This is an optimization exercise on Yosys and OpenROAD, whose aim is small area, a short achievable clock period and few clock cycles per item, not a production implementation. Where RTL was checked, it was by simulation tests only, not by an equivalence proof against the original. The RTL of runs 2 and 4 to 6 was laid out without a check of its function. No activity file was given, so power comes from the tool's default toggle rates.

<file path="flow/config.mk">
export PLATFORM = sky130hd
export DESIGN_NAME = ooo_core
export DESIGN_NICKNAME = ooo_core
export VERILOG_FILES = /design/flow/design.v
export SDC_FILE = /design/flow/constraint.sdc
export NUM_CORES = 4
export LEC_CHECK = 0
export CAP_MARGIN = 20
export CORE_MARGIN = 2
export CORE_UTILIZATION = 40
export PLACE_DENSITY = 0.6
export SLEW_MARGIN = 20
</file>
<file path="flow/constraint.sdc">
create_clock -name core_clock -period 8.0 [get_ports {clk}]
set_input_delay 1.6000 -clock core_clock [delete_from_list [all_inputs] [get_ports {clk}]]
set_output_delay 1.6000 -clock core_clock [all_outputs]
set_load 0.01 [all_outputs]
</file>
<file path="flow/design.v">
package ooo_pkg;
    localparam int DATA_W     = 8;
    localparam int REG_COUNT  = 8;
    localparam int ROB_DEPTH  = 8;
    localparam int FU_COUNT   = 3;
    localparam int FU_CREDITS = 2;
    localparam int REG_IDX_W = $clog2(REG_COUNT);
    localparam int TAG_W     = $clog2(ROB_DEPTH);
    localparam int FU_IDX_W  = 2;
    localparam int CREDIT_W  = $clog2(FU_CREDITS + 1);
    typedef logic [DATA_W-1:0]    data_t;
    typedef logic [REG_IDX_W-1:0] reg_idx_t;
    typedef logic [TAG_W-1:0]     tag_t;
    typedef logic [FU_IDX_W-1:0]  fu_idx_t;
    typedef enum logic [2:0] {
        OP_ADD,
        OP_SUB,
        OP_AND,
        OP_XOR,
        OP_LDI
    } op_t;
endpackage
`timescale 1ns/1ps
module dispatch_unit (
    input  logic              clk,
    input  logic              rst,
    input  logic              in_valid,
    input  ooo_pkg::op_t      in_op,
    input  ooo_pkg::reg_idx_t in_dst,
    input  ooo_pkg::reg_idx_t in_src_a,
    input  ooo_pkg::reg_idx_t in_src_b,
    input  ooo_pkg::data_t    in_imm,
    input  ooo_pkg::tag_t     alloc_tag,
    output ooo_pkg::tag_t     rob_read_tag_a,
    output ooo_pkg::tag_t     rob_read_tag_b,
    input  logic              rob_read_done_a,
    input  logic              rob_read_done_b,
    input  ooo_pkg::data_t    rob_read_value_a,
    input  ooo_pkg::data_t    rob_read_value_b,
    input  logic              cdb_valid,
    input  ooo_pkg::tag_t     cdb_tag,
    input  ooo_pkg::data_t    cdb_value,
    input  logic              retire_valid,
    input  ooo_pkg::reg_idx_t retire_dst,
    input  ooo_pkg::data_t    retire_value,
    input  ooo_pkg::tag_t     retire_tag,
    output logic [ooo_pkg::FU_COUNT-1:0] issue_valid,
    output ooo_pkg::op_t      issue_op,
    output ooo_pkg::data_t    issue_a,
    output ooo_pkg::data_t    issue_b,
    output ooo_pkg::tag_t     issue_tag,
    input  logic [ooo_pkg::FU_COUNT-1:0] issue_credit
);
    ooo_pkg::data_t regfile [ooo_pkg::REG_COUNT];
    logic [ooo_pkg::REG_COUNT-1:0] ren_pending;
    ooo_pkg::tag_t  ren_tag [ooo_pkg::REG_COUNT];
    logic [ooo_pkg::ROB_DEPTH-1:0] rs_valid;
    logic [ooo_pkg::ROB_DEPTH-1:0] rs_rdy_a;
    logic [ooo_pkg::ROB_DEPTH-1:0] rs_rdy_b;
    ooo_pkg::op_t   rs_op    [ooo_pkg::ROB_DEPTH];
    ooo_pkg::data_t rs_a     [ooo_pkg::ROB_DEPTH];
    ooo_pkg::data_t rs_b     [ooo_pkg::ROB_DEPTH];
    ooo_pkg::tag_t  rs_tag_a [ooo_pkg::ROB_DEPTH];
    ooo_pkg::tag_t  rs_tag_b [ooo_pkg::ROB_DEPTH];
    ooo_pkg::reg_idx_t src_reg  [2];
    logic              rob_done [2];
    ooo_pkg::data_t    rob_val  [2];
    ooo_pkg::tag_t     src_tag  [2];
    logic              src_rdy  [2];
    ooo_pkg::data_t    src_val  [2];
    logic [ooo_pkg::CREDIT_W-1:0] credits [ooo_pkg::FU_COUNT];
    logic [ooo_pkg::FU_COUNT-1:0] credit_ret;
    logic [ooo_pkg::FU_COUNT-1:0] issue_vec;
    ooo_pkg::fu_idx_t issue_rr;
    ooo_pkg::fu_idx_t issue_fu;
    ooo_pkg::fu_idx_t fu_cand;
    ooo_pkg::tag_t    issue_sel;
    logic             rs_found;
    logic             fu_found;
    logic             issue_fire;
    assign src_reg[0] = in_src_a;
    assign src_reg[1] = in_src_b;
    assign rob_done[0] = rob_read_done_a;
    assign rob_done[1] = rob_read_done_b;
    assign rob_val[0] = rob_read_value_a;
    assign rob_val[1] = rob_read_value_b;
    assign rob_read_tag_a = ren_tag[in_src_a];
    assign rob_read_tag_b = ren_tag[in_src_b];
    always_comb begin
        for (int s = 0; s < 2; s++) begin
            src_tag[s] = ren_tag[src_reg[s]];
            src_rdy[s] = 1'b1;
            src_val[s] = regfile[src_reg[s]];
            if (ren_pending[src_reg[s]]) begin
                if (retire_valid && retire_tag == src_tag[s]) begin
                    src_val[s] = retire_value;
                end else if (rob_done[s]) begin
                    src_val[s] = rob_val[s];
                end else if (cdb_valid && cdb_tag == src_tag[s]) begin
                    src_val[s] = cdb_value;
                end else begin
                    src_rdy[s] = 1'b0;
                    src_val[s] = '0;
                end
            end
        end
        if (in_op == ooo_pkg::OP_LDI) begin
            src_rdy[0] = 1'b1;
            src_val[0] = in_imm;
            src_rdy[1] = 1'b1;
        end
    end
    always_comb begin
        rs_found = 1'b0;
        issue_sel = '0;
        for (int i = ooo_pkg::ROB_DEPTH - 1; i >= 0; i--) begin
            if (rs_valid[i] && rs_rdy_a[i] && rs_rdy_b[i]) begin
                rs_found = 1'b1;
                issue_sel = ooo_pkg::tag_t'(i);
            end
        end
    end
    always_comb begin
        fu_found = 1'b0;
        issue_fu = issue_rr;
        fu_cand = issue_rr;
        for (int k = 0; k < ooo_pkg::FU_COUNT; k++) begin
            fu_cand = ooo_pkg::fu_idx_t'((int'(issue_rr) + k) % ooo_pkg::FU_COUNT);
            if (!fu_found && credits[fu_cand] != '0) begin
                fu_found = 1'b1;
                issue_fu = fu_cand;
            end
        end
    end
    assign issue_fire = rs_found && fu_found;
    for (genvar g = 0; g < ooo_pkg::FU_COUNT; g++) begin : g_issue
        assign issue_vec[g] = issue_fire && (issue_fu == ooo_pkg::fu_idx_t'(g));
        assign issue_valid[g] = issue_vec[g];
        assign credit_ret[g] = issue_credit[g];
    end
    assign issue_op = rs_op[issue_sel];
    assign issue_a = rs_a[issue_sel];
    assign issue_b = rs_b[issue_sel];
    assign issue_tag = issue_sel;
    always_ff @(posedge clk) begin
        if (rst) begin
            for (int r = 0; r < ooo_pkg::REG_COUNT; r++) begin
                regfile[r] <= '0;
            end
            ren_pending <= '0;
            rs_valid <= '0;
            issue_rr <= '0;
            for (int g = 0; g < ooo_pkg::FU_COUNT; g++) begin
                credits[g] <= ooo_pkg::CREDIT_W'(ooo_pkg::FU_CREDITS);
            end
        end else begin
            if (retire_valid) begin
                regfile[retire_dst] <= retire_value;
                if (ren_tag[retire_dst] == retire_tag) begin
                    ren_pending[retire_dst] <= 1'b0;
                end
            end
            if (in_valid) begin
                ren_pending[in_dst] <= 1'b1;
                rs_valid[alloc_tag] <= 1'b1;
            end
            if (issue_fire) begin
                rs_valid[issue_sel] <= 1'b0;
                issue_rr <= ooo_pkg::fu_idx_t'((int'(issue_fu) + 1) % ooo_pkg::FU_COUNT);
            end
            for (int g = 0; g < ooo_pkg::FU_COUNT; g++) begin
                if (issue_vec[g] && !credit_ret[g]) begin
                    credits[g] <= credits[g] - 1'b1;
                end else if (!issue_vec[g] && credit_ret[g]) begin
                    credits[g] <= credits[g] + 1'b1;
                end
            end
        end
    end
    always_ff @(posedge clk) begin
        for (int i = 0; i < ooo_pkg::ROB_DEPTH; i++) begin
            if (cdb_valid && !rs_rdy_a[i] && rs_tag_a[i] == cdb_tag) begin
                rs_rdy_a[i] <= 1'b1;
                rs_a[i] <= cdb_value;
            end
            if (cdb_valid && !rs_rdy_b[i] && rs_tag_b[i] == cdb_tag) begin
                rs_rdy_b[i] <= 1'b1;
                rs_b[i] <= cdb_value;
            end
        end
        if (in_valid) begin
            ren_tag[in_dst] <= alloc_tag;
            rs_op[alloc_tag] <= in_op;
            rs_rdy_a[alloc_tag] <= src_rdy[0];
            rs_rdy_b[alloc_tag] <= src_rdy[1];
            rs_a[alloc_tag] <= src_val[0];
            rs_b[alloc_tag] <= src_val[1];
            rs_tag_a[alloc_tag] <= src_tag[0];
            rs_tag_b[alloc_tag] <= src_tag[1];
        end
    end
endmodule
`timescale 1ns/1ps
module alu_fu (
    input  logic    clk,
    input  logic    rst,
    input  logic           issue_valid,
    input  ooo_pkg::op_t   issue_op,
    input  ooo_pkg::data_t issue_a,
    input  ooo_pkg::data_t issue_b,
    input  ooo_pkg::tag_t  issue_tag,
    output logic           issue_credit,
    output logic           result_valid,
    output ooo_pkg::tag_t  result_tag,
    output ooo_pkg::data_t result_value,
    input  logic           result_grant
);
    logic           s1_valid;
    ooo_pkg::op_t   s1_op;
    ooo_pkg::data_t s1_a;
    ooo_pkg::data_t s1_b;
    ooo_pkg::tag_t  s1_tag;
    ooo_pkg::data_t alu_out;
    ooo_pkg::tag_t  q_tag   [2];
    ooo_pkg::data_t q_value [2];
    logic           wr_ptr;
    logic           rd_ptr;
    logic [1:0]     q_count;
    logic           pop;
    always_comb begin
        case (s1_op)
            ooo_pkg::OP_ADD: alu_out = s1_a + s1_b;
            ooo_pkg::OP_SUB: alu_out = s1_a - s1_b;
            ooo_pkg::OP_AND: alu_out = s1_a & s1_b;
            ooo_pkg::OP_XOR: alu_out = s1_a ^ s1_b;
            default:         alu_out = s1_a;
        endcase
    end
    assign result_valid = (q_count != 2'd0);
    assign result_tag = q_tag[rd_ptr];
    assign result_value = q_value[rd_ptr];
    assign pop = result_valid && result_grant;
    assign issue_credit = pop;
    always_ff @(posedge clk) begin
        if (rst) begin
            s1_valid <= 1'b0;
            wr_ptr <= 1'b0;
            rd_ptr <= 1'b0;
            q_count <= 2'd0;
        end else begin
            s1_valid <= issue_valid;
            if (s1_valid) begin
                wr_ptr <= ~wr_ptr;
            end
            if (pop) begin
                rd_ptr <= ~rd_ptr;
            end
            if (s1_valid && !pop) begin
                q_count <= q_count + 2'd1;
            end else if (!s1_valid && pop) begin
                q_count <= q_count - 2'd1;
            end
        end
    end
    always_ff @(posedge clk) begin
        s1_op <= issue_op;
        s1_a <= issue_a;
        s1_b <= issue_b;
        s1_tag <= issue_tag;
        if (s1_valid) begin
            q_tag[wr_ptr] <= s1_tag;
            q_value[wr_ptr] <= alu_out;
        end
    end
endmodule
`timescale 1ns/1ps
module cdb_arbiter (
    input  logic           clk,
    input  logic           rst,
    input  logic [ooo_pkg::FU_COUNT-1:0]                 result_valid,
    input  logic [ooo_pkg::FU_COUNT*ooo_pkg::TAG_W-1:0]  result_tag,
    input  logic [ooo_pkg::FU_COUNT*ooo_pkg::DATA_W-1:0] result_value,
    output logic [ooo_pkg::FU_COUNT-1:0]                 result_grant,
    output logic           cdb_valid,
    output ooo_pkg::tag_t  cdb_tag,
    output ooo_pkg::data_t cdb_value
);
    logic [ooo_pkg::FU_COUNT-1:0] res_valid;
    logic [ooo_pkg::FU_COUNT-1:0] grant_vec;
    ooo_pkg::tag_t    res_tag   [ooo_pkg::FU_COUNT];
    ooo_pkg::data_t   res_value [ooo_pkg::FU_COUNT];
    ooo_pkg::fu_idx_t last_win;
    ooo_pkg::fu_idx_t win;
    ooo_pkg::fu_idx_t cand;
    for (genvar g = 0; g < ooo_pkg::FU_COUNT; g++) begin : g_port
        assign res_valid[g] = result_valid[g];
        assign res_tag[g] = result_tag[g*ooo_pkg::TAG_W +: ooo_pkg::TAG_W];
        assign res_value[g] = result_value[g*ooo_pkg::DATA_W +: ooo_pkg::DATA_W];
        assign result_grant[g] = grant_vec[g];
    end
    always_comb begin
        cdb_valid = 1'b0;
        win = last_win;
        cand = last_win;
        for (int k = 1; k <= ooo_pkg::FU_COUNT; k++) begin
            cand = ooo_pkg::fu_idx_t'((int'(last_win) + k) % ooo_pkg::FU_COUNT);
            if (!cdb_valid && res_valid[cand]) begin
                cdb_valid = 1'b1;
                win = cand;
            end
        end
        grant_vec = '0;
        grant_vec[win] = cdb_valid;
        cdb_tag = res_tag[win];
        cdb_value = res_value[win];
    end
    always_ff @(posedge clk) begin
        if (rst) begin
            last_win <= ooo_pkg::fu_idx_t'(ooo_pkg::FU_COUNT - 1);
        end else if (cdb_valid) begin
            last_win <= win;
        end
    end
endmodule
`timescale 1ns/1ps
module reorder_buffer (
    input  logic              clk,
    input  logic              rst,
    input  logic              in_valid,
    input  ooo_pkg::reg_idx_t in_dst,
    output ooo_pkg::tag_t     alloc_tag,
    input  ooo_pkg::tag_t     read_tag_a,
    input  ooo_pkg::tag_t     read_tag_b,
    output logic              read_done_a,
    output logic              read_done_b,
    output ooo_pkg::data_t    read_value_a,
    output ooo_pkg::data_t    read_value_b,
    input  logic              cdb_valid,
    input  ooo_pkg::tag_t     cdb_tag,
    input  ooo_pkg::data_t    cdb_value,
    output logic              retire_valid,
    output ooo_pkg::reg_idx_t retire_dst,
    output ooo_pkg::data_t    retire_value,
    output ooo_pkg::tag_t     retire_tag
);
    ooo_pkg::reg_idx_t rob_dst   [ooo_pkg::ROB_DEPTH];
    ooo_pkg::data_t    rob_value [ooo_pkg::ROB_DEPTH];
    logic [ooo_pkg::ROB_DEPTH-1:0] rob_done;
    ooo_pkg::tag_t head;
    ooo_pkg::tag_t tail;
    logic          head_done;
    assign alloc_tag = tail;
    assign head_done = rob_done[head];
    assign read_done_a = rob_done[read_tag_a];
    assign read_done_b = rob_done[read_tag_b];
    assign read_value_a = rob_value[read_tag_a];
    assign read_value_b = rob_value[read_tag_b];
    always_ff @(posedge clk) begin
        if (rst) begin
            head <= '0;
            tail <= '0;
            rob_done <= '0;
            retire_valid <= 1'b0;
        end else begin
            retire_valid <= head_done;
            if (head_done) begin
                rob_done[head] <= 1'b0;
                head <= head + 1'b1;
            end
            if (cdb_valid) begin
                rob_done[cdb_tag] <= 1'b1;
            end
            if (in_valid) begin
                rob_done[tail] <= 1'b0;
                tail <= tail + 1'b1;
            end
        end
    end
    always_ff @(posedge clk) begin
        if (in_valid) begin
            rob_dst[tail] <= in_dst;
        end
        if (cdb_valid) begin
            rob_value[cdb_tag] <= cdb_value;
        end
        if (head_done) begin
            retire_dst <= rob_dst[head];
            retire_value <= rob_value[head];
            retire_tag <= head;
        end
    end
endmodule
`timescale 1ns/1ps
module ooo_core (
    input  logic       clk,
    input  logic       rst,
    input  logic       in_valid,
    input  logic [2:0] in_op,
    input  logic [2:0] in_dst,
    input  logic [2:0] in_src_a,
    input  logic [2:0] in_src_b,
    input  logic [7:0] in_imm,
    output logic       retire_valid,
    output logic [2:0] retire_dst,
    output logic [7:0] retire_value
);
    ooo_pkg::tag_t  alloc_tag;
    ooo_pkg::tag_t  rob_read_tag_a;
    ooo_pkg::tag_t  rob_read_tag_b;
    logic           rob_read_done_a;
    logic           rob_read_done_b;
    ooo_pkg::data_t rob_read_value_a;
    ooo_pkg::data_t rob_read_value_b;
    logic           cdb_valid;
    ooo_pkg::tag_t  cdb_tag;
    ooo_pkg::data_t cdb_value;
    ooo_pkg::tag_t  retire_tag;
    logic [ooo_pkg::FU_COUNT-1:0] issue_valid;
    ooo_pkg::op_t                 issue_op;
    ooo_pkg::data_t               issue_a;
    ooo_pkg::data_t               issue_b;
    ooo_pkg::tag_t                issue_tag;
    logic [ooo_pkg::FU_COUNT-1:0] issue_credit;
    logic [ooo_pkg::FU_COUNT-1:0]                 result_valid;
    logic [ooo_pkg::FU_COUNT*ooo_pkg::TAG_W-1:0]  result_tag;
    logic [ooo_pkg::FU_COUNT*ooo_pkg::DATA_W-1:0] result_value;
    logic [ooo_pkg::FU_COUNT-1:0]                 result_grant;
    dispatch_unit u_dispatch (
        .clk, .rst, .in_valid, .in_op(ooo_pkg::op_t'(in_op)), .in_dst, .in_src_a, .in_src_b,
        .in_imm,
        .alloc_tag, .rob_read_tag_a, .rob_read_tag_b,
        .rob_read_done_a, .rob_read_done_b, .rob_read_value_a, .rob_read_value_b,
        .cdb_valid, .cdb_tag, .cdb_value,
        .retire_valid, .retire_dst, .retire_value, .retire_tag,
        .issue_valid, .issue_op, .issue_a, .issue_b, .issue_tag, .issue_credit
    );
    for (genvar g = 0; g < ooo_pkg::FU_COUNT; g++) begin : g_alu
        alu_fu u_alu (
            .clk, .rst,
            .issue_valid(issue_valid[g]), .issue_op, .issue_a, .issue_b, .issue_tag,
            .issue_credit(issue_credit[g]),
            .result_valid(result_valid[g]),
            .result_tag(result_tag[g*ooo_pkg::TAG_W +: ooo_pkg::TAG_W]),
            .result_value(result_value[g*ooo_pkg::DATA_W +: ooo_pkg::DATA_W]),
            .result_grant(result_grant[g])
        );
    end
    cdb_arbiter u_arbiter (
        .clk, .rst, .result_valid, .result_tag, .result_value, .result_grant,
        .cdb_valid, .cdb_tag, .cdb_value
    );
    reorder_buffer u_rob (
        .clk, .rst, .in_valid, .in_dst, .alloc_tag,
        .read_tag_a(rob_read_tag_a), .read_tag_b(rob_read_tag_b),
        .read_done_a(rob_read_done_a), .read_done_b(rob_read_done_b),
        .read_value_a(rob_read_value_a), .read_value_b(rob_read_value_b),
        .cdb_valid, .cdb_tag, .cdb_value,
        .retire_valid, .retire_dst, .retire_value, .retire_tag
    );
endmodule
</file>
<file path="flow/run.sh">
#!/bin/bash
# synth_recipe.tcl (not shown) runs the flow's synth.tcl, then flattens the netlist and writes it again
# the make line also repeats each setting of config.mk as NAME=value (left out here)
make -C /OpenROAD-flow-scripts/flow DESIGN_CONFIG=/design/flow/config.mk WORK_HOME=/design/flow/orfs CLKGATE_MAP_FILE= SYNTH_SCRIPT=/design/flow/synth_recipe.tcl finish
</file>
==> flow_summary.toml, run 1 <==
[floorplan]
io_pins = 35
fp.dieArea_sq_mm = 0.0765
num_rows = 99
floorplan.die.height_microns = 277
coreArea_sq_mm = 0.0732
floorplan.initialDensity = 0.406
die_width_microns = 277

[setup_path]
worstSetupPathType = "reg -> reg"
r2r_cells = 14
worst-path-max-fanout = 24
cp-start-kind = "flop"
worstPathRequired_ns = 8.25
critical_path_arrival_ns = 6.43
timing.reg2reg.setup_slack_ns = 1.82
critical_path.endpoint_type = "flop"

[yosys]
yosysTopAreaCell = "sky130_fd_sc_hd__edfxtp_1"
yosysUniqueCellTypes = 73
number_of_synthesis_warnings = 13
synth_edf_count = 456
synthesis.area_sq_mm = 0.0297
post-synth-top-area-fraction = 0.461
synth.yosys.seq_area_share = 0.526
synth_fp_nets = 2582
synth-seq-cells = 553
synth.area.top_cells = "sky130_fd_sc_hd__edfxtp_1 46%, sky130_fd_sc_hd__mux2i_1 7.8%, sky130_fd_sc_hd__dfxtp_1 6.5%"
synthArstFlopShare = 0
syn-instance-count = 2498
post_synth.cell_area_avg_sq_um = 11.9
synth_flop_cell = "sky130_fd_sc_hd__edfxtp_1"

[layout]
final-instance-count-excl-fill = 3485
final_cell_mix = "456 x sky130_fd_sc_hd__edfxtp_1, 230 x sky130_fd_sc_hd__mux2i_1, 208 x sky130_fd_sc_hd__nor2_1"
layout_commonest_cell = "sky130_fd_sc_hd__edfxtp_1"
layout.nets = 2559
number_of_filler_instances_in_the_final_layout = 6586
post_route_cells_drive_above_1_share = 0.149
diodes = 0
area_delta_synth_final_pct = 10.7

[clock_tree]
worstSkewPairLatency_ns = 0.64
postCtsSetupRepairBufs = 0
clock_tree_from_tritoncts = "built"
h-tree-depth = 2
worst_setup_hold_path_clk_slew_ns = 0.06
cts_buffers = 59
postCtsResizedCells = 0
clockRootBuffer = "sky130_fd_sc_hd__clkbuf_16"
clkSinkCount = 553
cts.path.max_buffers = 3
postCtsHoldBufs = 0

[hold_path]
worstHoldPathType = "reg -> reg"
timing.hold.worst_path_depth = 2

[sta]
hold_viol = 0
final.min_clock_period_ns = 6.18
worst_slew_margin_rel = 0.191
unrepaired_setup_endpoints_after_global_routing = "no"
post-route-period-util = 0.772
final-max-slew-violation-count = 0
max_slew.worst_pin.slew_ns = 1.21
totalNegativeSetupSlack_ns = 0
finalSetupViolCount = 0
final.setup_skew_ns = 0.0219
timing.fmax_ghz = 0.162

[global_route]
maximum_number_of_pins_on_one_net_before_global_route_repair = 62
grt_antenna_before_repair = 1
globalRouteOverflowTotal = 0
grt_first_pass_wirelength_microns = 123000
grt_pass1_vias = 20200
track_usage = 0.210

[route]
drcViolationCount = 0
ant_nets = 0
wire_per_inst_microns = 23.3
routed_wirelength_microns = 81200
detailedRoute.firstIterationViolations = 1895
dr_total_vias = 20300
via_per_inst = 5.84
first_pass_iters = 6

[placement]
portBuffers = 34
post-place-cells = 3373
dp.final_hpwl_microns = 55500
gp_congestion = 0.880

[job]
max-cap-violations = 0

[power_and_ir_drop]
vdd_ir_drop_max_mv = 0.343
power.static_leakage_nw = 11.3
powerDensity_mw_per_mm2 = 450

[status]
run_status = "no timing/DRC/antenna violations"
-- worst max-delay path: stages (launching register included) --
cell and delay [ns]:
sky130_fd_sc_hd__dfxtp_1 0.38, sky130_fd_sc_hd__inv_1 0.10, sky130_fd_sc_hd__ha_1 0.30, sky130_fd_sc_hd__o21ai_0 0.17
sky130_fd_sc_hd__nand4_1 0.21, sky130_fd_sc_hd__a2111oi_0 0.93, sky130_fd_sc_hd__or2_2 0.31, sky130_fd_sc_hd__ha_1 0.66
sky130_fd_sc_hd__nand2b_1 0.22, sky130_fd_sc_hd__o22ai_1 0.30, sky130_fd_sc_hd__nor2_2 0.87, sky130_fd_sc_hd__buf_4 0.39
sky130_fd_sc_hd__xor2_1 0.20, sky130_fd_sc_hd__nand4_1 0.17, sky130_fd_sc_hd__nand2_1 0.58
-- metrics by stage --
step | total power, mW | util | area (sq um) | hold slack (ns) | worst slack (ns)
floorplan | 9.85 | - | 29700 | 0.406 | 3.39
global placement | 11.6 | 0.421 | 30800 | 0.474 | 2.06
detailed placement | 11.9 | 0.421 | 30800 | 0.480 | 2.00
CTS | 14.8 | 0.449 | 32900 | 0.488 | 2.01
global route | 15.8 | 0.449 | 32900 | 0.518 | 1.57
finish | 14.8 | 0.449 | 32900 | 0.497 | 1.82
-- power by group --
part	internal (mW)	leakage [nW]	switching, mW
logic	2.50	5.26	4.59
clock network	1.69	1.02	1.19
registers	4.47	5.02	0.380
total	8.66	11.3	6.15
-- per-layer routing --
metal | track usage | routed length (microns) | vias to the layer above
met3 | 0.0282 | 5180 | 140
met2 | 0.352 | 39100 | 812
li1 | - | - | 9276
met5 | 0 | 0 | -
met1 | 0.278 | 34300 | 10100
met4 | 0.0741 | 2520 | 0
-- Yosys cell counts (all sizes together), types with 12 or more instances --
cell type,count
edfxtp,456
mux2i,255
nor2,211
nand2,193
o21ai,175
a21oi,168
clkbuf,105
dfxtp,97
mux4,78
and2,76
mux2,67
inv,61
ha,60
buf,51
xnor2,49
xor2,49
nand3,45
nor3,42
a221oi,19
nor2b,19
or2,16
a22oi,15
a41o,14
nor4,12
-- final cells by class --
type / count / area, sq um / area share
flip-flops and latches: 553 / 15600 / 0.475
clock buffers: 79 / 1660 / 0.0505
repair buffers: 72 / 611 / 0.0186
well taps: 959 / 1200 / 0.0365
clock inverters: 33 / 389 / 0.0118
multi-input cells: 1725 / 13100 / 0.400
inverters: 64 / 243 / 0.00738
-- cell families (layout without fill, tap and decap cells) --
family | count (synthesis) | count (layout) | synth area share
compound gates | 498 | 498 | 0.103
xor+xnor | 98 | 98 | 0.0307
fa+ha+maj | 61 | 61 | 0.0259
buf+inv | 220 | 248 | 0.0327
flops | 553 | 553 | 0.526
mux | 400 | 400 | 0.176
simple gates | 668 | 668 | 0.106
-- flip-flops by register name, summed over array words and instances, names as in the netlist, 8 cells and up, named ones only --
register                count
u_dispatch.ren_pending      8
u_rob.rob_done              8
g_alu.u_alu.q_value        48
u_dispatch.rs_op           24
u_dispatch.regfile         64
u_rob.rob_dst              24
u_rob.rob_value            64
u_dispatch.rs_rdy_b         8
u_dispatch.rs_valid         8
u_dispatch.rs_tag_a        24
g_alu.u_alu.s1_a            8
u_dispatch.ren_tag         24
g_alu.u_alu.s1_b            8
u_dispatch.rs_tag_b        24
u_dispatch.rs_rdy_a         8
u_rob.retire_value          8
g_alu.u_alu.q_tag          18
u_dispatch.rs_b            64
u_dispatch.rs_a            64
-- final timing paths --
kind	from	to
max	u_arbiter.last_win[0]	u_dispatch.rs_a[4][5]
min reg2reg	u_dispatch.ren_pending[7]	u_dispatch.ren_pending[7]
max reg2reg	u_arbiter.last_win[0]	u_dispatch.rs_a[4][5]
min	u_dispatch.ren_pending[7]	u_dispatch.ren_pending[7]
Testbench counts, summed over its fixed seeds: cycles 7,108, items 4,800.
==> inputs of run 2 (changes only) <==
==> flow/design.v (replaced) <==
package ooo_pkg;
    localparam int DATA_W    = 8;
    localparam int REG_COUNT = 8;
endpackage
`timescale 1ns/1ps
module ooo_core (
    input  logic       clk,
    input  logic       rst,
    input  logic       in_valid,
    input  logic [2:0] in_op,
    input  logic [2:0] in_dst,
    input  logic [2:0] in_src_a,
    input  logic [2:0] in_src_b,
    input  logic [7:0] in_imm,
    output logic       retire_valid,
    output logic [2:0] retire_dst,
    output logic [7:0] retire_value
);
    logic       s1_valid;
    logic       s1_ldi;
    logic [2:0] s1_dst;
    logic [7:0] s1_pl;
    logic [7:0] regfile [8];
    logic [1:0] op;
    logic [7:0] a;
    logic [7:0] b;
    logic [7:0] sum;
    logic [7:0] result;
    logic [7:0] wdata;
    logic [7:0] wen;
    logic       rst_q;
    always_ff @(posedge clk) begin
        rst_q <= rst;
        s1_valid <= in_valid && !rst;
        s1_ldi <= in_op[2];
        s1_dst <= in_dst;
        s1_pl <= in_op[2] ? in_imm : {in_op[1:0], in_src_a, in_src_b};
    end
    assign op = s1_pl[7:6];
    assign a = regfile[s1_pl[5:3]];
    assign b = regfile[s1_pl[2:0]];
    assign sum = a + (b ^ {8{op[0]}}) + {7'd0, op[0]};
    always_comb begin
        if (s1_ldi) begin
            result = s1_pl;
        end else begin
            case (op)
                2'd2:    result = a & b;
                2'd3:    result = a ^ b;
                default: result = sum;
            endcase
        end
    end
    assign wdata = rst_q ? 8'd0 : result;
    for (genvar r = 0; r < 8; r++) begin : g_wen
        assign wen[r] = rst_q || (s1_valid && s1_dst == 3'(r));
    end
    always_ff @(posedge clk) begin
        for (int r = 0; r < 8; r++) begin
            if (wen[r]) begin
                regfile[r] <= wdata;
            end
        end
    end
    always_ff @(posedge clk) begin
        retire_valid <= s1_valid && !rst;
        retire_dst <= s1_dst;
        retire_value <= result;
    end
endmodule
--- a/flow/config.mk
+++ b/flow/config.mk
@@ -9,4 +9,6 @@
 export CORE_MARGIN = 2
 export CORE_UTILIZATION = 40
 export PLACE_DENSITY = 0.6
+export SETUP_SLACK_MARGIN = 5
 export SLEW_MARGIN = 20
+export TNS_END_PERCENT = 10
==> flow_summary.toml, run 2 <==
[clock_tree]
clockRootBuffer = "sky130_fd_sc_hd__clkbuf_16"
postCtsHoldBufs = 0
worstSkewPairLatency_ns = 0.35
cts_buffers = 9
clock_tree_from_tritoncts = "built"
worst_setup_hold_path_clk_slew_ns = 0.07
cts.path.max_buffers = 2
clkSinkCount = 90
h-tree-depth = 3

[global_route]
grt_pass1_vias = 3409
track_usage = 0.199
globalRouteOverflowTotal = 0
maximum_number_of_pins_on_one_net_before_global_route_repair = 28
grt_antenna_before_repair = 0
grt_first_pass_wirelength_microns = 19000

[floorplan]
floorplan.initialDensity = 0.408
floorplan.die.height_microns = 112
coreArea_sq_mm = 0.0114
die_width_microns = 112
fp.dieArea_sq_mm = 0.0125
num_rows = 39
io_pins = 35

[power_and_ir_drop]
internal_power_mw = 1.09
power.static_leakage_nw = 2.25
vdd_ir_drop_max_mv = 0.125
powerDensity_mw_per_mm2 = 268
pwr-share-comb = 0.341
pwr-share-seq = 0.393
total_power_mw = 1.58
pwr-share-clk = 0.265
p_switching_mw = 0.497
switching_fraction = 0.314

[hold_path]
holdCritStartpoint = "s1_dst[2]"
timing.hold.worst_endpoint = "retire_dst[2]"
worstHoldPathType = "reg -> reg"
timing.hold.worst_path_depth = 0

[route]
routed_wirelength_microns = 12000
ant_nets = 0
wire_per_inst_microns = 19.9
drcViolationCount = 0
via_per_inst = 5.69
first_pass_iters = 6
detailedRoute.firstIterationViolations = 318
dr_total_vias = 3425

[setup_path]
worst_r2r_endpoint = "regfile[4][7]"
cp-start-kind = "flop"
worstSetupPathType = "reg -> reg"
critical_path.endpoint_type = "flop"
worstPathRequired_ns = 8.07
worst-path-max-fanout = 8
timing.reg2reg.setup_slack_ns = 4.56
r2r_cells = 12
r2r-start = "s1_pl[0]"
critical_path_arrival_ns = 3.51

[sta]
timing.fmax_ghz = 0.291
final_critical_path_setup_slack_ns = 4.56
totalNegativeSetupSlack_ns = 0
final-max-slew-violation-count = 0
worst_slew_margin_rel = 0.253
finalSetupViolCount = 0
final.min_clock_period_ns = 3.44
max_slew.worst_pin.slew_ns = 1.12
finalHoldWorstSlack_ns = 0.423
hold_viol = 0
post-route-period-util = 0.430
final.setup_skew_ns = 0.00767
unrepaired_setup_endpoints_after_global_routing = "yes"

[placement]
post-place-ws_ns = 3.77
gp_congestion = 0.910
dpl_cell_area_sq_mm = 0.00512
dp.final_hpwl_microns = 7500
portBuffers = 34
post-place-cells = 558

[layout]
layout.nets = 492
reg_top3 = "regfile (64), retire_value (8), s1_pl (8)"
area_delta_synth_final_pct = 26.6
final_cell_area_sq_mm = 0.00590
post_route_cells_drive_above_1_share = 0.281
largest_register_ffs = 64
largest_register = "regfile"
final_cell_mix = "64 x sky130_fd_sc_hd__edfxtp_1, 34 x sky130_fd_sc_hd__clkdlybuf4s50_1, 33 x sky130_fd_sc_hd__nor2_1"
diodes = 0
layout_commonest_cell = "sky130_fd_sc_hd__edfxtp_1"
finalCoreUtilization = 0.517
final-instance-count-excl-fill = 602

[yosys]
synthArstFlopShare = 0
syn-instance-count = 401
synth-seq-cells = 90
synth.most_common_cell = "sky130_fd_sc_hd__edfxtp_1"
post-synth-top-area-fraction = 0.412
synth.yosys.seq_area_share = 0.524
synthesis.area_sq_mm = 0.00466
yosysTopAreaCell = "sky130_fd_sc_hd__edfxtp_1"
yosys-top-cells-count = "64 x sky130_fd_sc_hd__edfxtp_1, 38 x sky130_fd_sc_hd__nor2_1, 33 x sky130_fd_sc_hd__a21oi_1"
post_synth.cell_area_avg_sq_um = 11.6
synth_flop_cell = "sky130_fd_sc_hd__edfxtp_1"
yosysUniqueCellTypes = 52
number_of_synthesis_warnings = 2
synth.area.top_cells = "sky130_fd_sc_hd__edfxtp_1 41%, sky130_fd_sc_hd__dfxtp_1 11%, sky130_fd_sc_hd__mux2_2 4.3%"
synth_fp_nets = 439
synth_edf_count = 64

[status]
run_status = "no timing/DRC/antenna violations"

[job]
max-cap-violations = 0
-- run 2: final cells by class --
type | count | area, sq um
clock buffer | 10 | 250
clock inverter | 6 | 50.0
fill | 983 | 5520
inverter | 15 | 63.8
multi-input combinational | 273 | 2300
sequential | 90 | 2450
tap | 143 | 179
timing repair buffer | 65 | 608
-- run 2: how the worst max path moves through the flow --
stage / to / slack, ns / from / cells after the start
6_report: regfile[4][7] / 4.56 / s1_pl[0] / 12
5_1_grt: regfile[3][7] / 4.41 / s1_pl[0] / 15
4_1_cts: regfile[7][7] / 4.64 / s1_pl[0] / 12
3_5_place_dp: regfile[2][7] / 3.77 / s1_pl[0] / 15
3_3_place_gp: regfile[1][7] / 3.89 / s1_pl[0] / 15
2_1_floorplan: regfile[0][7] / 4.73 / s1_pl[0] / 13
-- run 2: timing repair --
item,4_1_cts,5_1_grt
setup endpoints to repair,71,70
resized for setup,43,24
buffers inserted,22,6
pin swaps,12,20
-- run 2: power groups by stage --
stage / combinational, mW / clock, mW / sequential [mW]
6_report: 0.541 / 0.420 / 0.623
5_1_grt: 0.587 / 0.448 / 0.631
4_1_cts: 0.485 / 0.428 / 0.622
3_5_place_dp: 0.391 / 0 / 0.635
3_3_place_gp: 0.389 / 0 / 0.635
2_1_floorplan: 0.293 / 0 / 0.616
-- run 2: critical path, cell delays in order (launching register included) --
cell	delay, ns
sky130_fd_sc_hd__dfxtp_4	0.42
sky130_fd_sc_hd__buf_6	0.12
sky130_fd_sc_hd__mux4_2	0.48
sky130_fd_sc_hd__mux2_4	0.31
sky130_fd_sc_hd__xor2_2	0.16
sky130_fd_sc_hd__ha_4	0.35
sky130_fd_sc_hd__a211oi_2	0.09
sky130_fd_sc_hd__o211ai_1	0.24
sky130_fd_sc_hd__nor2_1	0.08
sky130_fd_sc_hd__a21oi_2	0.22
sky130_fd_sc_hd__o31ai_4	0.10
sky130_fd_sc_hd__nor2b_1	0.15
sky130_fd_sc_hd__a221o_2	0.44
-- run 2: logic make-up (layout without fill, tap and decap cells) --
kind of cell / count (synthesis) / count (layout) / share of synthesized area
muxes: 45 / 45 / 0.127
xor gates and xnor gates: 15 / 15 / 0.0314
and+or+nand+nor: 100 / 100 / 0.101
buffers and inverters: 38 / 96 / 0.0351
AOI/OAI and AO/OA: 98 / 98 / 0.140
adders and majority gates: 15 / 15 / 0.0419
DFF: 90 / 90 / 0.524
-- run 2: layer usage --
metal / global-route usage / up-vias / wire (microns)
li1: - / 1596 / -
met1: 0.269 / 1685 / 5330
met2: 0.310 / 123 / 5670
met3: 0.0555 / 21 / 716
met4: 0.0675 / 0 / 245
met5: 0 / - / 0
==> inputs of run 3 (changes only) <==
--- a/flow/design.v
+++ b/flow/design.v
@@ -28,9 +28,7 @@
     logic [7:0] result;
     logic [7:0] wdata;
     logic [7:0] wen;
-    logic       rst_q;
     always_ff @(posedge clk) begin
-        rst_q <= rst;
         s1_valid <= in_valid && !rst;
         s1_ldi <= in_op[2];
         s1_dst <= in_dst;
@@ -51,9 +49,9 @@
             endcase
         end
     end
-    assign wdata = rst_q ? 8'd0 : result;
+    assign wdata = rst ? 8'd0 : result;
     for (genvar r = 0; r < 8; r++) begin : g_wen
-        assign wen[r] = rst_q || (s1_valid && s1_dst == 3'(r));
+        assign wen[r] = rst || (s1_valid && s1_dst == 3'(r));
     end
     always_ff @(posedge clk) begin
         for (int r = 0; r < 8; r++) begin
--- a/flow/config.mk
+++ b/flow/config.mk
@@ -9,6 +9,4 @@
 export CORE_MARGIN = 2
 export CORE_UTILIZATION = 40
 export PLACE_DENSITY = 0.6
-export SETUP_SLACK_MARGIN = 5
 export SLEW_MARGIN = 20
-export TNS_END_PERCENT = 10
==> flow_summary.toml, run 3 <==
[status]
run_status = "no timing/DRC/antenna violations"

[layout]
largest_register_ffs = 64
number_of_filler_instances_in_the_final_layout = 988
reg_top3 = "regfile (64), retire_value (8), s1_pl (8)"
area_delta_synth_final_pct = 16.5
final_cell_mix = "64 x sky130_fd_sc_hd__edfxtp_1, 37 x sky130_fd_sc_hd__nor2_1, 34 x sky130_fd_sc_hd__clkdlybuf4s50_1"
post_route_cells_drive_above_1_share = 0.102
final_cell_area_sq_mm = 0.00529
multiInputGateArea_sq_mm = 0.00197
register_area_sq_mm = 0.00242
diodes = 0
layout_commonest_cell = "sky130_fd_sc_hd__edfxtp_1"
largest_register = "regfile"
layout.nets = 455

[sta]
totalNegativeSetupSlack_ns = 0
finalSetupViolCount = 0
final_critical_path_setup_slack_ns = 3.49
max_slew.worst_pin.slew_ns = 0.919
final.min_clock_period_ns = 4.51
post-route-period-util = 0.563
finalHoldWorstSlack_ns = 0.424
unrepaired_setup_endpoints_after_global_routing = "no"
worst_slew_margin_rel = 0.386
timing.fmax_ghz = 0.222
final-max-slew-violation-count = 0
hold_viol = 0
final.setup_skew_ns = 0.0112

[power_and_ir_drop]
p_switching_mw = 0.407
powerDensity_mw_per_mm2 = 263
pwr-share-comb = 0.250
total_power_mw = 1.39
internal_power_mw = 0.984
switching_fraction = 0.293
power.static_leakage_nw = 2.06
pwr-share-seq = 0.442
pwr-share-clk = 0.308
vdd_ir_drop_max_mv = 0.159

[route]
drcViolationCount = 0
ant_nets = 0
via_per_inst = 5.72
first_pass_iters = 6
wire_per_inst_microns = 19.6
detailedRoute.firstIterationViolations = 251
routed_wirelength_microns = 11000
dr_total_vias = 3216

[yosys]
synthArstFlopShare = 0
synth_adder_area_share = 0.0430
synth_flop_cell = "sky130_fd_sc_hd__edfxtp_1"
synth.most_common_cell = "sky130_fd_sc_hd__edfxtp_1"
synthesis.area_sq_mm = 0.00454
synthSimpleGateAreaFrac = 0.103
synth_top_family_by_area = "compound AO/OA/AOI/OAI gates"
synth.yosys.seq_area_share = 0.534
yosysTopAreaCell = "sky130_fd_sc_hd__edfxtp_1"
synth.area.top_cells = "sky130_fd_sc_hd__edfxtp_1 42%, sky130_fd_sc_hd__dfxtp_1 11%, sky130_fd_sc_hd__mux2i_1 5.7%"
yosys-top-cells-count = "64 x sky130_fd_sc_hd__edfxtp_1, 37 x sky130_fd_sc_hd__nor2_1, 26 x sky130_fd_sc_hd__mux2i_1"
muxShareOfSynthArea = 0.104
synth_xor_xnor_area_share = 0.0251
syn-instance-count = 392
synth_fp_nets = 430
post_synth.cell_area_avg_sq_um = 11.6
synth-seq-cells = 89
synth_compound_gate_area_share = 0.156
yosysUniqueCellTypes = 53
number_of_synthesis_warnings = 2
synth_edf_count = 64
post-synth-top-area-fraction = 0.423

[clock_tree]
cts_buffers = 9
postCtsHoldBufs = 0
worst_setup_hold_path_clk_slew_ns = 0.06
clockRootBuffer = "sky130_fd_sc_hd__clkbuf_16"
clock_tree_from_tritoncts = "built"
clkSinkCount = 89
cts.path.max_buffers = 2
worstSkewPairLatency_ns = 0.35
postCtsSetupRepairBufs = 0
postCtsResizedCells = 0
h-tree-depth = 3

[floorplan]
coreArea_sq_mm = 0.0109
io_pins = 35
fp.dieArea_sq_mm = 0.0122
die_width_microns = 111
floorplan.initialDensity = 0.415
num_rows = 38
floorplan.die.height_microns = 111

[setup_path]
critical_path_arrival_ns = 4.56
worstPathRequired_ns = 8.06
critical_path.most_common_cell = "sky130_fd_sc_hd__nor2_1"
delay_of_the_slowest_critical_path_stage_ns = 0.83
cp-start-kind = "flop"
worstSetupPathType = "reg -> reg"
critical_path.top_delay_family = "compound AO/OA/AOI/OAI gates"
timing.reg2reg.setup_slack_ns = 3.49
critical_path.endpoint_type = "flop"
path_buf_inv = 1
worstPathCellList = "inv_1 -> nor2_1 -> a22o_1 -> a221oi_1 -> nor2_1 -> xor2_1 -> ha_1 -> and3_1 -> a221o_1 -> a21o_1 -> a41o_1 -> a221oi_2 -> mux2i_1 -> a21oi_1"
cpMaxStageDelayCell = "sky130_fd_sc_hd__dfxtp_1"
worst-path-max-fanout = 23

[global_route]
grt_first_pass_wirelength_microns = 17300
grt_antenna_before_repair = 0
globalRouteOverflowTotal = 0
grt_pass1_vias = 3153
track_usage = 0.183
maximum_number_of_pins_on_one_net_before_global_route_repair = 28

[placement]
gp_congestion = 0.947
dp.final_hpwl_microns = 7860
portBuffers = 34
post-place-ws_ns = 3.37
dpl_cell_area_sq_mm = 0.00498

[job]
max-cap-violations = 0

[hold_path]
worstHoldPathType = "reg -> reg"
run 3: cell count changes after synthesis, sizes merged, moves of 3 or more:
cell and delta:
mux2i +12, mux2 -10, a21oi -9, nand3 -7
a22oi +5, mux4 -5, nand2 -5, a211oi -4
a22o +4, nor2b +3, o21ai -3, xnor2 -3
run 3: final cells by class:
cell class | instances | share of cell area
Sequential cell | 89 | 0.458
Multi-Input combinational cell | 265 | 0.372
Timing Repair Buffer | 37 | 0.0686
Clock buffer | 10 | 0.0452
Tap cell | 140 | 0.0331
Clock inverter | 6 | 0.0125
Inverter | 15 | 0.0106
run 3: cell families after synthesis:
group / Yosys count
AOI/OAI and AO/OA: 100
and+or+nand+nor: 95
DFF: 89
muxes: 42
buffers and inverters: 38
adders and majority gates: 15
xor gates and xnor gates: 13
run 3: layer usage:
layer  part of all wire  global-route usage  wire length, microns
met5                  0                   0                     0
met4              0.027              0.0742                   298
met3              0.069              0.0439                   758
met2               0.43               0.272                  4780
met1               0.47               0.258                  5160
run 3: metrics by stage:
stage | utilization | cells
2_1_floorplan | - | 392
3_3_place_gp | 0.455 | 546
3_5_place_dp | 0.455 | 546
4_1_cts | 0.483 | 562
5_1_grt | 0.484 | 562
6_report | 0.484 | 562
run 3: final timing paths:
kind | depth (start not counted) | to | startpoint
worst max-delay path | 14 | regfile[5][7] | s1_pl[1]
worst max register to register | 14 | regfile[5][7] | s1_pl[1]
worst min-delay path | 0 | retire_dst[2] | s1_dst[2]
worst min register to register | 0 | retire_dst[2] | s1_dst[2]
run 3: power groups by stage:
stage                     clock, mW  combinational [mW]  sequential [mW]
after floorplan                   0               0.243            0.607
after global placement            0               0.343            0.624
after detailed placement          0               0.343            0.625
after CTS                     0.439               0.345            0.615
after global routing          0.458               0.384            0.622
final                         0.429               0.347            0.615
Testbench counts of run 3, summed over its fixed seeds: cycles 4,816, items 4,800.
==> inputs of run 4 (changes only) <==
==> flow/design.v (replaced) <==
package ooo_pkg;
    localparam int DATA_W    = 8;
    localparam int REG_COUNT = 8;
endpackage
`timescale 1ns/1ps
module ooo_core (
    input  logic       clk,
    input  logic       rst,
    input  logic       in_valid,
    input  logic [2:0] in_op,
    input  logic [2:0] in_dst,
    input  logic [2:0] in_src_a,
    input  logic [2:0] in_src_b,
    input  logic [7:0] in_imm,
    output logic       retire_valid,
    output logic [2:0] retire_dst,
    output logic [7:0] retire_value
);
    logic       x_valid;
    logic [2:0] x_dst;
    logic [1:0] x_op;
    logic [7:0] x_a;
    logic [7:0] x_b;
    logic       x_fwd_a;
    logic       x_fwd_b;
    logic [7:0] regfile [8];
    logic       ldi;
    logic [7:0] a;
    logic [7:0] b;
    logic [7:0] sum;
    logic [7:0] result;
    logic [7:0] wdata;
    logic [7:0] wen;
    assign ldi = in_op[2];
    always_ff @(posedge clk) begin
        x_valid <= in_valid && !rst;
        x_dst <= in_dst;
        x_op <= ldi ? 2'd0 : in_op[1:0];
        x_a <= ldi ? in_imm : regfile[in_src_a];
        x_b <= ldi ? 8'd0 : regfile[in_src_b];
        x_fwd_a <= !ldi && x_valid && in_src_a == x_dst;
        x_fwd_b <= !ldi && x_valid && in_src_b == x_dst;
    end
    assign a = x_fwd_a ? retire_value : x_a;
    assign b = x_fwd_b ? retire_value : x_b;
    assign sum = a + (b ^ {8{x_op[0]}}) + {7'd0, x_op[0]};
    always_comb begin
        case (x_op)
            2'd2:    result = a & b;
            2'd3:    result = a ^ b;
            default: result = sum;
        endcase
    end
    assign wdata = rst ? 8'd0 : result;
    for (genvar r = 0; r < 8; r++) begin : g_wen
        assign wen[r] = rst || (x_valid && x_dst == 3'(r));
    end
    always_ff @(posedge clk) begin
        for (int r = 0; r < 8; r++) begin
            if (wen[r]) begin
                regfile[r] <= wdata;
            end
        end
    end
    always_ff @(posedge clk) begin
        retire_valid <= x_valid && !rst;
        retire_dst <= x_dst;
        retire_value <= result;
    end
endmodule
--- a/flow/config.mk
+++ b/flow/config.mk
@@ -9,4 +9,6 @@
 export CORE_MARGIN = 2
 export CORE_UTILIZATION = 40
 export PLACE_DENSITY = 0.6
+export SETUP_SLACK_MARGIN = 5
 export SLEW_MARGIN = 20
+export TNS_END_PERCENT = 10
==> flow_summary.toml, run 4 <==
[clock_tree]
cts_buffers = 9
clock_tree_from_tritoncts = "built"
worst_setup_hold_path_clk_slew_ns = 0.07
h-tree-depth = 3
worstSkewPairLatency_ns = 0.34
clkSinkCount = 100
cts.path.max_buffers = 2
clockRootBuffer = "sky130_fd_sc_hd__clkbuf_16"

[power_and_ir_drop]
vdd_ir_drop_max_mv = 0.180
pwr-share-comb = 0.226
powerDensity_mw_per_mm2 = 251
pwr-share-seq = 0.462
power.static_leakage_nw = 2.26
switching_fraction = 0.281
pwr-share-clk = 0.313
p_switching_mw = 0.426
internal_power_mw = 1.09

[global_route]
grt_first_pass_wirelength_microns = 19800
maximum_number_of_pins_on_one_net_before_global_route_repair = 28
track_usage = 0.186
grt_antenna_before_repair = 0
grt_pass1_vias = 3564
globalRouteOverflowTotal = 0

[yosys]
synthesis.area_sq_mm = 0.00520
post-synth-top-area-fraction = 0.369
yosysUniqueCellTypes = 57
synth.area.top_cells = "sky130_fd_sc_hd__edfxtp_1 37%, sky130_fd_sc_hd__dfxtp_1 14%, sky130_fd_sc_hd__mux2i_1 6.2%"
synth_flop_cell = "sky130_fd_sc_hd__edfxtp_1"
yosys-top-cells-count = "64 x sky130_fd_sc_hd__edfxtp_1, 36 x sky130_fd_sc_hd__dfxtp_1, 32 x sky130_fd_sc_hd__mux2i_1"
number_of_synthesis_warnings = 2
post_synth.cell_area_avg_sq_um = 11.8
synth.yosys.seq_area_share = 0.508
synth.most_common_cell = "sky130_fd_sc_hd__edfxtp_1"
synth-seq-cells = 100
synth_edf_count = 64
syn-instance-count = 441
synthArstFlopShare = 0
synth_fp_nets = 479
yosysTopAreaCell = "sky130_fd_sc_hd__edfxtp_1"

[job]
max-cap-violations = 0

[sta]
worst_slew_margin_rel = 0.365
final.setup_skew_ns = 0.0104
post-route-period-util = 0.384
final.min_clock_period_ns = 3.07
max_slew.worst_pin.slew_ns = 0.952
totalNegativeSetupSlack_ns = 0
finalSetupViolCount = 0
unrepaired_setup_endpoints_after_global_routing = "yes"
final_critical_path_setup_slack_ns = 4.93
final-max-slew-violation-count = 0
timing.fmax_ghz = 0.326
hold_viol = 0

[setup_path]
setup.worst_path.start = "in_src_b[0]"
cp-start-kind = "input port"
worst-path-max-fanout = 27
r2r-start = "x_fwd_b"
worstPathRequired_ns = 8.22
critical_path.endpoint_type = "flop"
cpMaxStageDelayCell = "sky130_fd_sc_hd__mux4_2"
worstSetupPathType = "in -> reg"
delay_of_the_slowest_critical_path_stage_ns = 0.55
critical_path_arrival_ns = 3.29
worstPathCellList = "clkdlybuf4s50_1 -> buf_6 -> mux4_2 -> a21oi_1 -> nor3_1"

[layout]
layout_commonest_cell = "sky130_fd_sc_hd__edfxtp_1"
multiInputGateArea_sq_mm = 0.00243
register_area_sq_mm = 0.00265
final_cell_mix = "64 x sky130_fd_sc_hd__edfxtp_1, 34 x sky130_fd_sc_hd__dfxtp_1, 30 x sky130_fd_sc_hd__mux2i_1, 30 x sky130_fd_sc_hd__clkdlybuf4s50_1, 27 x sky130_fd_sc_hd__nor2_1"
number_of_filler_instances_in_the_final_layout = 1141
layout.nets = 498
final_cell_area_sq_mm = 0.00604
largest_register = "regfile"
area_delta_synth_final_pct = 16.2
diodes = 0
post_route_cells_drive_above_1_share = 0.157
largest_register_ffs = 64

[floorplan]
fp.dieArea_sq_mm = 0.0139
floorplan.initialDensity = 0.410
coreArea_sq_mm = 0.0127
die_width_microns = 118
io_pins = 35
floorplan.die.height_microns = 118
num_rows = 41

[hold_path]
worstHoldPathType = "reg -> reg"
holdCritStartpoint = "x_dst[2]"

[route]
via_per_inst = 5.48
dr_total_vias = 3490
detailedRoute.firstIterationViolations = 251
routed_wirelength_microns = 12400
first_pass_iters = 5
drcViolationCount = 0
ant_nets = 0
wire_per_inst_microns = 19.5

[status]
run_status = "no timing/DRC/antenna violations"

[placement]
post-place-ws_ns = 4.05
dp.final_hpwl_microns = 8330
dpl_cell_area_sq_mm = 0.00565
gp_congestion = 0.875
portBuffers = 34
[run 4: cell count changes after synthesis, sizes merged, moves of 9 or more]
| cell | before | now |
|---|---|---|
| xnor2 | 3 | 15 |
| dfxtp | 25 | 36 |
| a211oi | 2 | 13 |
| nor3 | 4 | 13 |
| nor2 | 37 | 27 |
| mux4 | 3 | 12 |
[run 4: per-stage QoR]
step | hold slack (ns) | std cells | utilization | power (mW)
5_1_grt | 0.507 | 637 | 0.477 | 1.58
3_3_place_gp | 0.470 | 620 | 0.446 | 1.03
3_5_place_dp | 0.475 | 620 | 0.446 | 1.04
6_report | 0.482 | 637 | 0.477 | 1.51
4_1_cts | 0.489 | 636 | 0.476 | 1.52
2_1_floorplan | 0.329 | 441 | - | 0.915
[run 4: path summary, 6_finish.rpt]
path / to / slack, ns / depth (start not counted)
setup / recovery: x_b[1] / 4.93 / 5
hold / removal: retire_dst[2] / 0.48 / 0
setup reg to reg: regfile[4][6] / 4.95 / 8
hold reg to reg: retire_dst[2] / 0.48 / 0
[run 4: power by group through the flow]
stage / registers, mW / logic (mW) / clock network [mW]
finish: 0.699 / 0.342 / 0.474
global placement: 0.704 / 0.323 / 0
detailed placement: 0.709 / 0.328 / 0
floorplan: 0.697 / 0.218 / 0
global route: 0.708 / 0.376 / 0.501
CTS: 0.698 / 0.338 / 0.483
[run 4: what timing repair did]
action | 4_1_cts | 5_1_grt
hold buffers | 0 | 0
hold endpoints to repair | 0 | 0
endpoints found under the setup margin | 129 | 77
pin swaps | 0 | 1
buffers inserted | 0 | 1
gates resized for setup | 15 | 10
[run 4: final cells by class]
type | count | share of cell area
Multi-Input combinational cell | 296 | 0.403
Sequential cell | 100 | 0.438
Inverter | 13 | 0.00807
Tap cell | 172 | 0.0356
Clock inverter | 6 | 0.0159
Clock buffer | 10 | 0.0379
Timing Repair Buffer | 40 | 0.0623
[run 4: cell families (layout without fill, tap and decap cells)]
kind of cell,Yosys count,count (layout),share of synthesized area
compound gates,85,85,0.112
xor+xnor,21,21,0.0354
fa+ha+maj,15,15,0.0375
buf+inv,45,69,0.0368
flops,100,100,0.508
mux,65,65,0.159
simple gates,110,110,0.111
[run 4: critical path: cells and delay by family]
family / cells / cell delay [ns]
muxes: 1 / 0.55
and+or+nand+nor: 1 / 0.11
buffers and inverters: 2 / 0.75
AOI/OAI and AO/OA: 1 / 0.28
[run 4: layer usage]
metal / track usage / part of all wire / up-vias
met5: 0 / 0 / -
met4: 0.0437 / 0.010 / 0
met3: 0.0320 / 0.046 / 11
met2: 0.311 / 0.49 / 76
met1: 0.251 / 0.45 / 1712
li1: - / - / 1691
==> inputs of run 5 (changes only) <==
--- a/flow/config.mk
+++ b/flow/config.mk
@@ -5,6 +5,7 @@
 export SDC_FILE = /design/flow/constraint.sdc
 export NUM_CORES = 4
 export LEC_CHECK = 0
+export ABC_AREA = 1
 export CAP_MARGIN = 20
 export CORE_MARGIN = 2
 export CORE_UTILIZATION = 40
==> flow_summary.toml, run 5 <==
[setup_path]
worstPathCellList = "clkdlybuf4s15_1 -> inv_1 -> nand3_2 -> inv_1 -> nand2_1 -> o221ai_1 -> nor3_1 -> a21oi_1 -> a21o_1"
critical_path.top_delay_family = "buffers and inverters"
r2r_cells = 12
critical_path.endpoint_type = "flop"
critical_path_arrival_ns = 3.45
worst_r2r_endpoint = "regfile[5][7]"
cpMaxStageDelayCell = "sky130_fd_sc_hd__clkdlybuf4s15_1"
setup.worst_path.start = "in_src_a[0]"
worstPathRequired_ns = 8.24
r2r-start = "x_fwd_a"
worstSetupPathType = "in -> reg"
delay_of_the_slowest_critical_path_stage_ns = 0.45
cp-start-kind = "input port"
worst-path-max-fanout = 9
timing.reg2reg.setup_slack_ns = 5.19
critical_path.most_common_cell = "sky130_fd_sc_hd__inv_1"
path_buf_inv = 3

[hold_path]
timing.hold.worst_path_depth = 0
timing.hold.worst_endpoint = "retire_dst[0]"
holdCritStartpoint = "x_dst[0]"
worstHoldPathType = "reg -> reg"

[floorplan]
num_rows = 40
fp.dieArea_sq_mm = 0.0131
floorplan.initialDensity = 0.408
io_pins = 35
floorplan.die.height_microns = 115
coreArea_sq_mm = 0.0120
die_width_microns = 115

[layout]
final-instance-count-excl-fill = 716
finalCoreUtilization = 0.485
largest_register = "regfile"
final_cell_area_sq_mm = 0.00581
layout_commonest_cell = "sky130_fd_sc_hd__nand2_1"
final_cell_mix = "97 x sky130_fd_sc_hd__nand2_1, 95 x sky130_fd_sc_hd__inv_1, 64 x sky130_fd_sc_hd__edfxtp_1"
diodes = 0
largest_register_ffs = 64
layout.nets = 602
number_of_filler_instances_in_the_final_layout = 1130
area_delta_synth_final_pct = 18.8
post_route_cells_drive_above_1_share = 0.107

[clock_tree]
cts.path.max_buffers = 2
worstSkewPairLatency_ns = 0.34
clkSinkCount = 100
h-tree-depth = 3
worst_setup_hold_path_clk_slew_ns = 0.06
postCtsSetupRepairBufs = 0
clockRootBuffer = "sky130_fd_sc_hd__clkbuf_16"
cts_buffers = 9
clock_tree_from_tritoncts = "built"

[yosys]
yosysUniqueCellTypes = 41
synth-seq-cells = 100
number_of_synthesis_warnings = 2
syn-instance-count = 528
synth.yosys.seq_area_share = 0.541
post-synth-top-area-fraction = 0.393
synthArstFlopShare = 0
synth_flop_cell = "sky130_fd_sc_hd__edfxtp_1"
yosysTopAreaCell = "sky130_fd_sc_hd__edfxtp_1"
synth.most_common_cell = "sky130_fd_sc_hd__nand2_1"
synth_fp_nets = 566
yosys-top-cells-count = "98 x sky130_fd_sc_hd__nand2_1, 95 x sky130_fd_sc_hd__inv_1, 64 x sky130_fd_sc_hd__edfxtp_1"
synthesis.area_sq_mm = 0.00489
post_synth.cell_area_avg_sq_um = 9.25
synth_edf_count = 64
synth.area.top_cells = "sky130_fd_sc_hd__edfxtp_1 39%, sky130_fd_sc_hd__dfxtp_1 15%, sky130_fd_sc_hd__nand2_1 7.5%"

[power_and_ir_drop]
pwr-share-comb = 0.200
switching_fraction = 0.280
total_power_mw = 1.41
vdd_ir_drop_max_mv = 0.140
pwr-share-clk = 0.323
p_switching_mw = 0.394
power.static_leakage_nw = 2.50
powerDensity_mw_per_mm2 = 242
internal_power_mw = 1.01
pwr-share-seq = 0.477

[sta]
final.setup_skew_ns = 0.00994
unrepaired_setup_endpoints_after_global_routing = "yes"
post-route-period-util = 0.402
worst_slew_margin_rel = 0.452
max_slew.worst_pin.slew_ns = 0.815
final-max-slew-violation-count = 0
final.min_clock_period_ns = 3.22
totalNegativeSetupSlack_ns = 0
finalHoldWorstSlack_ns = 0.422
hold_viol = 0
finalSetupViolCount = 0
timing.fmax_ghz = 0.311
final_critical_path_setup_slack_ns = 4.78

[job]
max-cap-violations = 0

[route]
first_pass_iters = 6
drcViolationCount = 0
detailedRoute.firstIterationViolations = 379
routed_wirelength_microns = 13300
dr_total_vias = 3883
ant_nets = 0
via_per_inst = 5.42
wire_per_inst_microns = 18.5

[global_route]
grt_pass1_vias = 3675
grt_antenna_before_repair = 0
maximum_number_of_pins_on_one_net_before_global_route_repair = 24
globalRouteOverflowTotal = 0
track_usage = 0.210
grt_first_pass_wirelength_microns = 20500

[placement]
post-place-cells = 700
dp.final_hpwl_microns = 10100
dpl_cell_area_sq_mm = 0.00537
gp_congestion = 0.930
portBuffers = 34
post-place-ws_ns = 4.27

[status]
run_status = "no timing/DRC/antenna violations"
-- run 5: changes by cell type after synthesis, moves of 17 or more --
cell                       previous run  this run
sky130_fd_sc_hd__o21ai_0              3        22
sky130_fd_sc_hd__nor2b_1             18         0
sky130_fd_sc_hd__mux2_2              19         0
sky130_fd_sc_hd__clkbuf_1            20         3
sky130_fd_sc_hd__nand2_1             21        98
sky130_fd_sc_hd__mux2i_1             32         0
sky130_fd_sc_hd__nand3_1              5        25
sky130_fd_sc_hd__o22ai_1              5        39
sky130_fd_sc_hd__inv_1               11        95
-- run 5: how the worst max path moves through the flow --
stage / to / slack [ns] / cells after the start
2_1_floorplan: regfile[0][1] / 5.31 / 2
3_3_place_gp: regfile[6][1] / 4.24 / 2
3_5_place_dp: x_a[2] / 4.27 / 7
4_1_cts: regfile[1][4] / 4.68 / 3
5_1_grt: x_b[4] / 4.73 / 6
6_report: x_a[7] / 4.78 / 9
-- run 5: cells by family (layout without fill, tap and decap cells) --
group	after synthesis	count (layout)	share of synthesized area
AOI/OAI and AO/OA	114	114	0.148
buffers and inverters	109	150	0.0901
and+or+nand+nor	182	182	0.167
adders and majority gates	15	15	0.0399
xor gates and xnor gates	8	8	0.0143
DFF	100	100	0.541
-- run 5: cell type report --
class,instances,area (sq um),share of cell area
clock buffers,9,225,0.0388
well taps,147,184,0.0317
repair buffers,36,360,0.0621
clock inverters,7,91.3,0.0157
flip-flops and latches,100,2650,0.456
inverters,98,375,0.0646
multi-input cells,319,1920,0.331
-- run 5: what timing repair did --
| item | 4_1_cts | 5_1_grt |
|---|---|---|
| setup endpoints to repair | 104 | 136 |
| resized for setup | 13 | 23 |
| pin swaps | 0 | 1 |
| hold buffers | 0 | 0 |
-- run 5: power groups by stage --
| stage | logic [mW] | clock network [mW] | registers (mW) |
|---|---|---|---|
| 2_1_floorplan | 0.161 | 0 | 0.678 |
| 3_3_place_gp | 0.267 | 0 | 0.683 |
| 3_5_place_dp | 0.270 | 0 | 0.684 |
| 4_1_cts | 0.272 | 0.464 | 0.672 |
| 5_1_grt | 0.313 | 0.488 | 0.679 |
| 6_report | 0.281 | 0.455 | 0.672 |
-- run 5: layer usage --
metal | wire length [microns] | global-route usage | up-vias
li1 | - | - | 1890
met1 | 5900 | 0.287 | 1822
met2 | 6320 | 0.338 | 148
met3 | 722 | 0.0355 | 23
met4 | 308 | 0.0732 | 0
met5 | 0 | 0 | -
==> inputs of run 6 (changes only) <==
==> flow/flow/run.sh (new file) <==
#!/bin/bash
# Standard layout, with timing repair aimed below the standard settings' limit.
set -euo pipefail
bash standard.sh SETUP_SLACK_MARGIN=5.7 finish > standard_flow.log 2>&1
==> flow/standard.sh (new file) <==
#!/bin/bash
# synth_recipe.tcl (not shown) runs the flow's synth.tcl, then flattens the netlist and writes it again
# the make line also repeats each setting of config.mk as NAME=value (left out here)
make -C /OpenROAD-flow-scripts/flow DESIGN_CONFIG=/design/flow/config.mk WORK_HOME=/design/flow/orfs CLKGATE_MAP_FILE= SYNTH_SCRIPT=/design/flow/synth_recipe.tcl "${@:-finish}"
removed: flow/run.sh
==> flow_summary.toml, run 6 <==
[status]
run_status = "no timing/DRC/antenna violations"

[power_and_ir_drop]
power.static_leakage_nw = 2.74
powerDensity_mw_per_mm2 = 232
pwr-share-comb = 0.243
internal_power_mw = 1.07
switching_fraction = 0.287
p_switching_mw = 0.430

[sta]
totalNegativeSetupSlack_ns = 0
final.min_clock_period_ns = 2.45
unrepaired_setup_endpoints_after_global_routing = "yes"
post-route-period-util = 0.306
final-max-slew-violation-count = 0
finalSetupViolCount = 0
final_critical_path_setup_slack_ns = 5.55
worst_slew_margin_rel = 0.627
timing.fmax_ghz = 0.408
finalHoldWorstSlack_ns = 0.409

[yosys]
syn-instance-count = 528
yosysTopAreaCell = "sky130_fd_sc_hd__edfxtp_1"
yosysUniqueCellTypes = 41
yosys-top-cells-count = "98 x sky130_fd_sc_hd__nand2_1, 95 x sky130_fd_sc_hd__inv_1, 64 x sky130_fd_sc_hd__edfxtp_1"
synth_fp_nets = 566
synth_flop_cell = "sky130_fd_sc_hd__edfxtp_1"
synthArstFlopShare = 0
synthesis.area_sq_mm = 0.00489
synth_edf_count = 64
synth.most_common_cell = "sky130_fd_sc_hd__nand2_1"
number_of_synthesis_warnings = 2

[setup_path]
cpMaxStageDelayCell = "sky130_fd_sc_hd__nor4_2"
timing.reg2reg.setup_slack_ns = 5.60
worstPathCellList = "buf_4 -> inv_4 -> nand3_2 -> o22ai_1 -> nor4_2 -> a21o_1 -> nand2_1"
critical_path_arrival_ns = 2.69
cp-start-kind = "input port"
critical_path.endpoint_type = "flop"
worst-path-max-fanout = 9

[layout]
layout_commonest_cell = "sky130_fd_sc_hd__inv_1"
diodes = 0
final-instance-count-excl-fill = 752
largest_register = "regfile"
layout.nets = 638
area_delta_synth_final_pct = 32.2
post_route_cells_drive_above_1_share = 0.301

[route]
detailedRoute.firstIterationViolations = 336
ant_nets = 0
first_pass_iters = 5
drcViolationCount = 0
via_per_inst = 5.37
dr_total_vias = 4040

[floorplan]
io_pins = 35
num_rows = 40
floorplan.die.height_microns = 115
coreArea_sq_mm = 0.0120
fp.dieArea_sq_mm = 0.0131
die_width_microns = 115
floorplan.initialDensity = 0.408

[clock_tree]
worstSkewPairLatency_ns = 0.35
cts_buffers = 9
cts.path.max_buffers = 2
clockRootBuffer = "sky130_fd_sc_hd__clkbuf_16"
clkSinkCount = 100
h-tree-depth = 3

[global_route]
grt_pass1_vias = 4106
maximum_number_of_pins_on_one_net_before_global_route_repair = 17
track_usage = 0.222
grt_antenna_before_repair = 0
globalRouteOverflowTotal = 0
grt_first_pass_wirelength_microns = 22000

[placement]
dp.final_hpwl_microns = 9670
post-place-ws_ns = 4.35
post-place-cells = 706

[hold_path]
worstHoldPathType = "reg -> reg"
==> run 6: cell counts after synthesis <==
No cell type changed its count.
==> run 6: final timing paths <==
path,startpoint,to,cells after the start
worst max-delay path,in_src_a[0],x_a[2],7
worst min register to register,x_dst[0],retire_dst[0],0
worst max register to register,x_fwd_a,regfile[0][2],10
worst min-delay path,x_dst[0],retire_dst[0],0
==> run 6: logic make-up after synthesis <==
kind of cell | share of synthesized area
adders and majority gates | 0.0399
AOI/OAI and AO/OA | 0.148
buffers and inverters | 0.0901
DFF | 0.541
and+or+nand+nor | 0.167
xor gates and xnor gates | 0.0143
==> run 6: routing by layer <==
metal  vias up  part of all wire  GRT usage
li1       1963                 -          -
met1      1908              0.45      0.296
met2       136              0.47      0.356
met3        33             0.048     0.0386
met4         0             0.030     0.0976
met5         -                 0          0
==> run 6: cell type report <==
class | instances | area [sq um]
clock inverter | 6 | 86.3
inverter | 98 | 390
sequential | 100 | 2660
multi-input combinational | 319 | 2290
clock buffer | 10 | 229
tap | 147 | 184
timing repair buffer | 72 | 618
fill | 1057 | 5500
==> run 6: per-stage QoR <==
step / total power [mW] / instance area [sq um] / utilization
after CTS: 1.46 / 6190 / 0.517
after global routing: 1.57 / 6460 / 0.540
final: 1.50 / 6460 / 0.540
after detailed placement: 0.958 / 5540 / 0.463
after global placement: 0.954 / 5540 / 0.463
after floorplan: 0.851 / 5080 / -
==> run 6: critical path, delay by kind of cell <==
family / cells / cell delay (ns)
AND/OR/NAND/NOR: 3 / 0.53
AO/OA/AOI/OAI: 2 / 0.28
buffers and inverters: 2 / 0.27
==> run 6: repair_timing <==
item                                    4_1_cts  5_1_grt
endpoints found under the setup margin      165      144
cloned                                        1        0
pin swaps                                    19       25
buffers inserted                             18       11
gates resized for setup                     162       39
==> run 6: power by group through the flow <==
| stage | clock network, mW | logic, mW | registers (mW) |
|---|---|---|---|
| global route | 0.495 | 0.400 | 0.679 |
| finish | 0.462 | 0.364 | 0.672 |
| floorplan | 0 | 0.173 | 0.678 |
| detailed placement | 0 | 0.276 | 0.682 |
| global placement | 0 | 0.272 | 0.681 |
| CTS | 0.472 | 0.314 | 0.670 |

separate check: timing with driven ports:
No port has a modelled driver above. Below, the same layouts with a new extraction and two added sets of constraints. Step 1: set_driving_cell puts a clkbuf_16 on clk and a buf_2 on each other input, an assumption about the parent block. Step 2 also shifts input and output timing later by t, the mid clock arrival at the registers, as if the neighbouring blocks saw the same clock. a / b / c = ideal / step 1 / step 2; a / b = the first two.
run | shift t [ns] | slack for setup (ns)
run 1 | 0.695 | 1.821 / 1.821 / 1.821
run 2 | 0.383 | 4.558 / 4.558 / 4.558
run 3 | 0.382 | 3.493 / 3.493 / 3.493
run 4 | 0.382 | 4.928 / 4.944 / 4.562
run 5 | 0.376 | 4.784 / 4.797 / 4.421
run 6 | 0.380 | 5.549 / 5.553 / 5.176
After both steps setup and hold are still met in every run listed.
